Context: an optimization exercise on an open-source flow, tuned for small area and a short achievable clock period. The choices shown serve that exercise and are no tape-out recipe. Where RTL was checked, it was by simulation tests only, not by an equivalence proof against the original. The clock port is modelled as an ideal driver; clocking choices that lean on that would not hold on a real chip. Power and IR drop assume default switching activity.

Setup of blue:
## tenc_bridge_top
module tenc_bridge_top
(
    input  logic       i_clk,
    input  logic       i_rst,
    input  logic       i_wb_cyc,
    input  logic       i_wb_stb,
    input  logic       i_wb_we,
    input  tenc_pkg::wb_data_t   i_wb_dat,
    output logic       o_wb_ack,
    output tenc_pkg::wb_data_t   o_wb_dat,
    input  tenc_pkg::code_sel_t  i_param_sel,
    output logic       o_enc_valid,
    input  logic       i_enc_ready,
    output tenc_pkg::in_sym_t    o_enc_sym,
    input  logic       i_res_valid,
    output logic       o_res_ready,
    input  tenc_pkg::res_word_t  i_res_word,
    output tenc_pkg::blocksize_t o_blocksize,
    output tenc_pkg::perm_p_t    o_p,
    output tenc_pkg::perm_q_t    o_q0,
    output tenc_pkg::perm_q_t    o_q1,
    output tenc_pkg::perm_q_t    o_q2,
    output tenc_pkg::perm_q_t    o_q3
);
    logic      rx_push;
    tenc_pkg::in_sym_t   rx_sym;
    logic      rx_pop;
    logic      rx_empty;
    logic      rx_empty_nxt;
    logic      tx_push;
    logic      tx_pop;
    logic      tx_not_full;
    logic      tx_empty;
    tenc_pkg::res_word_t tx_head;
    logic      res_eof_accepted;
    assign o_res_ready      = tx_not_full;
    assign tx_push          = i_res_valid & tx_not_full;
    assign res_eof_accepted = tx_push & i_res_word.eof;
    wb_regs u_regs (
        .i_clk              (i_clk),
        .i_rst              (i_rst),
        .i_wb_cyc           (i_wb_cyc),
        .i_wb_stb           (i_wb_stb),
        .i_wb_we            (i_wb_we),
        .i_wb_dat           (i_wb_dat),
        .o_wb_ack           (o_wb_ack),
        .o_wb_dat           (o_wb_dat),
        .o_rx_push          (rx_push),
        .o_rx_sym           (rx_sym),
        .i_rx_empty         (rx_empty),
        .i_rx_empty_nxt     (rx_empty_nxt),
        .i_enc_ready        (i_enc_ready),
        .o_enc_valid        (o_enc_valid),
        .o_rx_pop           (rx_pop),
        .o_tx_pop           (tx_pop),
        .i_tx_head          (tx_head),
        .i_tx_empty         (tx_empty),
        .i_res_eof_accepted (res_eof_accepted)
    );
    sync_fifo #(
        .WIDTH     (2 + 2),
        .ADDR_W    (4)
    ) u_rx_fifo (
  ...
Size in the first run: ~5000 cells after synthesis, roughly 2300 flip-flops, about 160 I/O pins, about 85000 um2 of cells after synthesis.
clock: 6.0 ns
lec_check: 0
cap_margin: 20
core_margin: 2
core_utilization: 65
cts_cluster_diameter: 100
cts_cluster_size: 30
setup_slack_margin: 3.3
slew_margin: 20
run.sh (not shown) runs the stock make flow with config.mk's settings and CLKGATE_MAP_FILE= SYNTH_SCRIPT=/design/flow/synth_recipe.tcl, a recipe that flattens the netlist after the stock synthesis.
Input changes introduced in red (baseline for comparison: blue):
-- flow/design.v --
<<< blue, line 18
module sync_fifo #(
    parameter int  WIDTH     = 8,
    parameter int  ADDR_W    = 4,
    parameter bit  SPACED_POPS = 1'b0
) (
    input  logic     i_clk,
>>> red, line 18
module sync_fifo #(
    parameter int  WIDTH     = 8,
    parameter int  ADDR_W    = 4
) (
    input  logic     i_clk,
<<< blue, line 40
    logic [DEPTH-1:0][WIDTH-1:0] mem;
    logic [WIDTH-1:0]  head;
    logic [WIDTH-1:0]  head_nxt;
    logic [WIDTH-1:0]  nxt;
    logic [WIDTH-1:0]  r_out;
    logic [NLO-1:0]    rlo;
    logic [NHI-1:0]    rhi;
>>> red, line 39
    logic [DEPTH-1:0][WIDTH-1:0] mem;
    logic [WIDTH-1:0]  head;
    logic [NLO-1:0]    rlo;
    logic [NHI-1:0]    rhi;
<<< blue, line 91
        end
    end
    generate
        if (SPACED_POPS)
        begin : g_prefetch
            always_ff @(posedge i_clk)
            begin
                nxt <= one_q ? i_w_data : rd_word;
            end
        end
        else
        begin : g_direct
            assign nxt = rd_word;
        end
    endgenerate
    assign head_nxt = (empty_q | (pop & one_q)) ? i_w_data : (pop ? nxt : head);
    always_ff @(posedge i_clk)
    begin
        head  <= head_nxt;
        r_out <= head_nxt;
    end
    assign wlo = ~wlo_n;
>>> red, line 87
        end
    end
    always_ff @(posedge i_clk)
    begin
        if (empty_q | (pop & one_q))
        begin
            head <= i_w_data;
        end
        else if (pop)
        begin
            head <= rd_word;
        end
    end
    assign wlo = ~wlo_n;
<<< blue, line 151
        end
    end
    assign o_r_data    = r_out;
    assign o_empty     = empty_q;
    assign o_empty_nxt = i_rst | empty_n;
>>> red, line 139
        end
    end
    assign o_r_data    = head;
    assign o_empty     = empty_q;
    assign o_empty_nxt = i_rst | empty_n;
<<< blue, line 328
            entry <= '0;
        end
        else
        begin
            entry <= lookup(i_sel);
        end
    end
>>> red, line 316
            entry <= '0;
        end
        else if (i_sel < 34)
        begin
            entry <= lookup(i_sel);
        end
        else
        begin
            entry <= '0;
        end
    end
<<< blue, line 415
    sync_fifo #(
        .WIDTH     (6 + 2),
        .ADDR_W    (8),
        .SPACED_POPS (1'b1)
    ) u_tx_fifo (
        .i_clk    (i_clk),
>>> red, line 407
    sync_fifo #(
        .WIDTH     (6 + 2),
        .ADDR_W    (8)
    ) u_tx_fifo (
        .i_clk    (i_clk),
Findings:
- Changes observed in red relative to blue: first-pass GRT wire length shrank by about 0.47%; cell area power density held steady; register-to-register slack grew by 0.10 ns; clock-cell share of area held steady; total power consumption of the routed design held steady.
- Maximum net fanout on the critical path, red and blue: higher on red
Function was not checked in any run of this note: the RTL went through the layout flow alone.

---

== lane 1 ==
tenc_bridge_top, a different RTL version from the one above (not shown whole).
For scale: roughly 7,900 cells after synthesis, roughly 0.088 sq mm of cells after synthesis.
==> module sync_fifo, before the edit <==
module sync_fifo #(
    parameter int  WIDTH     = 8,
    parameter int  ADDR_W    = 4,
    parameter int  LO_BITS   = 4,
    parameter bit  SPACED_POPS = 1'b0
) (
    input  logic     i_clk,
    input  logic     i_rst,
    input  logic     i_wr,
    input  logic     i_rd,
    input  logic [WIDTH-1:0] i_w_data,
    output logic [WIDTH-1:0] o_r_data,
    output logic     o_empty,
    output logic     o_empty_nxt,
    output logic     o_not_full
);
    localparam int DEPTH = 1 << ADDR_W;
    localparam int LO_W  = (ADDR_W >= LO_BITS) ? LO_BITS : ADDR_W;
    localparam int HI_W  = ADDR_W - LO_W;
    localparam int NLO   = 1 << LO_W;
    localparam int NHI   = 1 << HI_W;
    localparam logic [NLO-1:0] LO_FIRST_N = ~(NLO'(1));
    localparam logic [NHI-1:0] HI_FIRST_N = ~(NHI'(1));
    localparam logic [NLO-1:0] LO_FIRST   = NLO'(1);
    localparam logic [NHI-1:0] HI_FIRST   = NHI'(1);
    logic [DEPTH-1:0][WIDTH-1:0] mem;
    logic [WIDTH-1:0]  head;
    logic [WIDTH-1:0]  head_nxt;
    logic [WIDTH-1:0]  nxt;
    logic [NHI-1:0][WIDTH-1:0] grp_q;
    logic [WIDTH-1:0]  last_w;
    logic              was_one;
    logic [WIDTH-1:0]  r_out;
    logic [WIDTH-1:0]  out_nxt;
    logic [NLO-1:0]    rlo;
    logic [NHI-1:0]    rhi;
    logic              empty_q;
    logic              one_q;
    logic              nfull_q;
    logic              push;
    logic              pop;
    logic              inc;
    logic              dec;
    logic              empty_n;
    logic [NLO-1:0]    wlo;
    logic [NHI-1:0]    whi;
    logic [NLO-1:0]    wlo_n;
    logic [NHI-1:0]    whi_n;
    logic [NLO-1:0]    wlo_p;
    logic [NHI-1:0]    whi_p;
    logic [NHI-1:0][WIDTH-1:0] grp;
    logic              two;
    logic              f_last;
    logic [NHI-1:0]    rhi_up;
    logic [NHI-1:0]    rhi_dn;
    logic [WIDTH-1:0]  rd_word;
    assign push = i_wr & nfull_q;
    assign pop  = i_rd & ~empty_q;
    assign inc  = push & ~pop;
    assign dec  = pop & ~push;
    assign empty_n = inc ? 1'b0 : (dec ? one_q : empty_q);
    always_ff @(posedge i_clk)
    begin
        for (int k = 0; k < DEPTH; k++)
        begin
            mem[k] <= (i_w_data & {WIDTH{~(whi_n[k / NLO] | wlo_n[k % NLO])}}) |
                      (mem[k] & {WIDTH{~(whi_p[k / NLO] & wlo_p[k % NLO])}});
        end
    end
    always_comb
    begin
        for (int h = 0; h < NHI; h++)
        begin
            grp[h] = '0;
            for (int l = 0; l < NLO; l++)
            begin
                grp[h] = grp[h] | (mem[h * NLO + l] & {WIDTH{rlo[l]}});
            end
        end
    end
    generate
        if (SPACED_POPS)
        begin : g_prefetch
            always_ff @(posedge i_clk)
            begin
                grp_q   <= grp;
                last_w  <= i_w_data;
                was_one <= one_q;
            end
            always_comb
            begin
                rd_word = '0;
                for (int h = 0; h < NHI; h++)
                begin
                    rd_word = rd_word | (grp_q[h] & {WIDTH{rhi[h]}});
                end
                nxt = was_one ? last_w : rd_word;
            end
        end
        else
        begin : g_direct
            always_comb
            begin
                rd_word = '0;
                for (int h = 0; h < NHI; h++)
                begin
                    rd_word = rd_word | (grp[h] & {WIDTH{rhi[h]}});
                end
                nxt = rd_word;
            end
        end
    endgenerate
    assign head_nxt = (empty_q | (pop & one_q)) ? i_w_data : (pop ? nxt : head);
    assign out_nxt = pop ? (one_q ? i_w_data : nxt) : (empty_q ? i_w_data : head);
    always_ff @(posedge i_clk)
    begin
        head  <= head_nxt;
        r_out <= out_nxt;
    end
    assign wlo = ~wlo_n;
    assign whi = ~whi_n;
    assign rhi_up = rlo[NLO-1] ? ((rhi << 1) | (rhi >> (NHI - 1))) : rhi;
    assign rhi_dn = (rlo[0] | rlo[1]) ? ((rhi >> 1) | (rhi << (NHI - 1))) : rhi;
    assign two    = (|(wlo & ((rlo << 1) | (rlo >> (NLO - 1))))) & (|(whi & rhi_up));
    assign f_last = (|(wlo & ((rlo >> 2) | (rlo << (NLO - 2))))) & (|(whi & rhi_dn));
    always_ff @(posedge i_clk)
    begin
        if (i_rst)
        begin
            wlo_n   <= LO_FIRST_N;
            whi_n   <= HI_FIRST_N;
            wlo_p   <= LO_FIRST;
            whi_p   <= HI_FIRST;
            rlo     <= NLO'(2);
            rhi     <= NHI'(1);
            empty_q <= 1'b1;
            one_q   <= 1'b0;
            nfull_q <= 1'b1;
        end
        else
        begin
            if (push)
            begin
                wlo_n <= (wlo_n << 1) | (wlo_n >> (NLO - 1));
                if (~wlo_n[NLO-1])
                begin
                    whi_n <= (whi_n << 1) | (whi_n >> (NHI - 1));
                end
                wlo_p <= (wlo_p << 1) | (wlo_p >> (NLO - 1));
                if (wlo_p[NLO-1])
                begin
                    whi_p <= (whi_p << 1) | (whi_p >> (NHI - 1));
                end
            end
            if (pop)
            begin
                rlo <= (rlo << 1) | (rlo >> (NLO - 1));
                if (rlo[NLO-1])
                begin
                    rhi <= (rhi << 1) | (rhi >> (NHI - 1));
                end
            end
            empty_q <= empty_n;
            one_q   <= inc ? empty_q : (dec ? two : one_q);
            nfull_q <= inc ? ~f_last : (dec ? 1'b1 : nfull_q);
        end
    end
    assign o_r_data    = r_out;
    assign o_empty     = empty_q;
    assign o_empty_nxt = i_rst | empty_n;
    assign o_not_full  = nfull_q;
endmodule
==> flow/config.mk <==
export PLATFORM = sky130hd
export DESIGN_NAME = tenc_bridge_top
export DESIGN_NICKNAME = tenc_bridge_top
export VERILOG_FILES = /design/flow/design.v
export SDC_FILE = /design/flow/constraint.sdc
export NUM_CORES = 4
export LEC_CHECK = 0
export CAP_MARGIN = 20
export CORE_MARGIN = 2
export CORE_UTILIZATION = 60
export CTS_CLUSTER_DIAMETER = 100
export CTS_CLUSTER_SIZE = 24
export SETUP_SLACK_MARGIN = 3.7
export SLEW_MARGIN = 20
==> flow/constraint.sdc <==
create_clock -name core_clock -period 6.0 [get_ports {i_clk}]
set_input_delay 1.2000 -clock core_clock [delete_from_list [all_inputs] [get_ports {i_clk}]]
set_output_delay 1.2000 -clock core_clock [all_outputs]
set_load 0.01 [all_outputs]
standard.sh (not shown) runs the stock make flow with config.mk's settings and CLKGATE_MAP_FILE= SYNTH_SCRIPT=/design/flow/synth_recipe.tcl, a recipe that flattens the netlist after the stock synthesis.
==> flow/flow/run.sh <==
#!/bin/bash
# Layout flow: the standard flow (standard.sh) with different tool options
# for the port buffers, the clock tree and net fanout. Each ORFS step keeps
# its own log under orfs/logs/; the make output goes to standard_flow.log here.
set -e
cp standard.sh standard_sh_used.txt
# Port buffers: a regular buffer instead of the default pick (a delay cell)
export BUFFER_PORTS_ARGS="-buffer_cell sky130_fd_sc_hd__buf_4"
# Clock tree: larger sink clusters and no dummy loads
export CTS_ARGS="-sink_clustering_enable -repair_clock_nets -sink_clustering_size 24 -sink_clustering_max_diameter 100 -dont_use_dummy_load"
# Fanout cap before each step that repairs the design
export PRE_GLOBAL_PLACE_TCL="$PWD/flow/fanout.tcl"
export PRE_RESIZE_TCL="$PWD/flow/fanout.tcl"
export PRE_CTS_TCL="$PWD/flow/fanout.tcl"
export PRE_GLOBAL_ROUTE_TCL="$PWD/flow/fanout.tcl"
bash standard.sh finish > standard_flow.log 2>&1
==> flow/flow/fanout.tcl <==
# Cap signal fanout so the repair steps split the wide write-data and
# pointer nets into smaller nets
set_max_fanout 40 [current_design]
Changes in lane 2 relative to lane 1:
-- flow/design.v --
<<< lane 1, line 39
    localparam logic [NLO-1:0] LO_FIRST_N = ~(NLO'(1));
    localparam logic [NHI-1:0] HI_FIRST_N = ~(NHI'(1));
    localparam logic [NLO-1:0] LO_FIRST   = NLO'(1);
    localparam logic [NHI-1:0] HI_FIRST   = NHI'(1);
    logic [DEPTH-1:0][WIDTH-1:0] mem;
    logic [WIDTH-1:0]  head;
>>> lane 2, line 39
    localparam logic [NLO-1:0] LO_FIRST_N = ~(NLO'(1));
    localparam logic [NHI-1:0] HI_FIRST_N = ~(NHI'(1));
    logic [DEPTH-1:0][WIDTH-1:0] mem;
    logic [WIDTH-1:0]  head;
<<< lane 1, line 64
    logic [NLO-1:0]    wlo_n;
    logic [NHI-1:0]    whi_n;
    logic [NLO-1:0]    wlo_p;
    logic [NHI-1:0]    whi_p;
    logic [NHI-1:0][WIDTH-1:0] grp;
    logic              two;
>>> lane 2, line 62
    logic [NLO-1:0]    wlo_n;
    logic [NHI-1:0]    whi_n;
    logic [NHI-1:0][WIDTH-1:0] grp;
    logic              two;
<<< lane 1, line 81
        for (int k = 0; k < DEPTH; k++)
        begin
            mem[k] <= (i_w_data & {WIDTH{~(whi_n[k / NLO] | wlo_n[k % NLO])}}) |
                      (mem[k] & {WIDTH{~(whi_p[k / NLO] & wlo_p[k % NLO])}});
        end
    end
>>> lane 2, line 77
        for (int k = 0; k < DEPTH; k++)
        begin
            if (whi[k / NLO] & wlo[k % NLO])
            begin
                mem[k] <= i_w_data;
            end
        end
    end
<<< lane 1, line 147
            wlo_n   <= LO_FIRST_N;
            whi_n   <= HI_FIRST_N;
            wlo_p   <= LO_FIRST;
            whi_p   <= HI_FIRST;
            rlo     <= NLO'(2);
            rhi     <= NHI'(1);
>>> lane 2, line 145
            wlo_n   <= LO_FIRST_N;
            whi_n   <= HI_FIRST_N;
            rlo     <= NLO'(2);
            rhi     <= NHI'(1);
<<< lane 1, line 163
                begin
                    whi_n <= (whi_n << 1) | (whi_n >> (NHI - 1));
                end
                wlo_p <= (wlo_p << 1) | (wlo_p >> (NLO - 1));
                if (wlo_p[NLO-1])
                begin
                    whi_p <= (whi_p << 1) | (whi_p >> (NHI - 1));
                end
            end
>>> lane 2, line 159
                begin
                    whi_n <= (whi_n << 1) | (whi_n >> (NHI - 1));
                end
            end
Results
Core area: lane 2 < lane 1
Lane 2 vs. lane 1: area growth from synthesis to layout up 1.1 points; combinational power share saw a decrease; largest net degree at the start of global routing essentially unchanged; wire length on met3 shrank by 16 mm; placement-stage cell area moved up.
Total wire length after detailed routing (higher): lane 1
Against lane 1, number of instances resized during post-cts repair in lane 2 fell by a few percent.
For lane 1, only the layout was checked, not whether the RTL still works.

-- separate check: timing with driven ports --
Ports are ideal in the flow. The routed layouts listed here were re-timed in OpenROAD.
Step 1 assumes that a clkbuf_16 drives the clock port and a buf_2 every other input.
Step 2, shift: input delay + t, output delay - t, t = (earliest + latest rising clock arrival at the registers) / 2. This alone moves slack from input paths to output paths.
Slacks: ideal ports / drivers / drivers and shift; pairs: ideal ports / drivers.
| run | t (ns) | setup slack, ns | clock arrival spread, ns |
|---|---|---|---|
| blue | 0.825 | 3.127 / 3.127 / 2.640 | 0.030 / 0.030 |
| red | 0.826 | 3.225 / 3.204 / 2.627 | 0.034 / 0.034 |
| lane 1 | 0.864 | 3.443 / 3.350 / 2.866 | 0.049 / 0.048 |
| lane 2 | 0.824 | 3.545 / 3.463 / 2.823 | 0.044 / 0.044 |
After both steps setup and hold are still met in every run listed. For lane 2, which loses most, drivers alone change the setup slack by -0.082 ns; drivers and shift together by -0.722 ns.
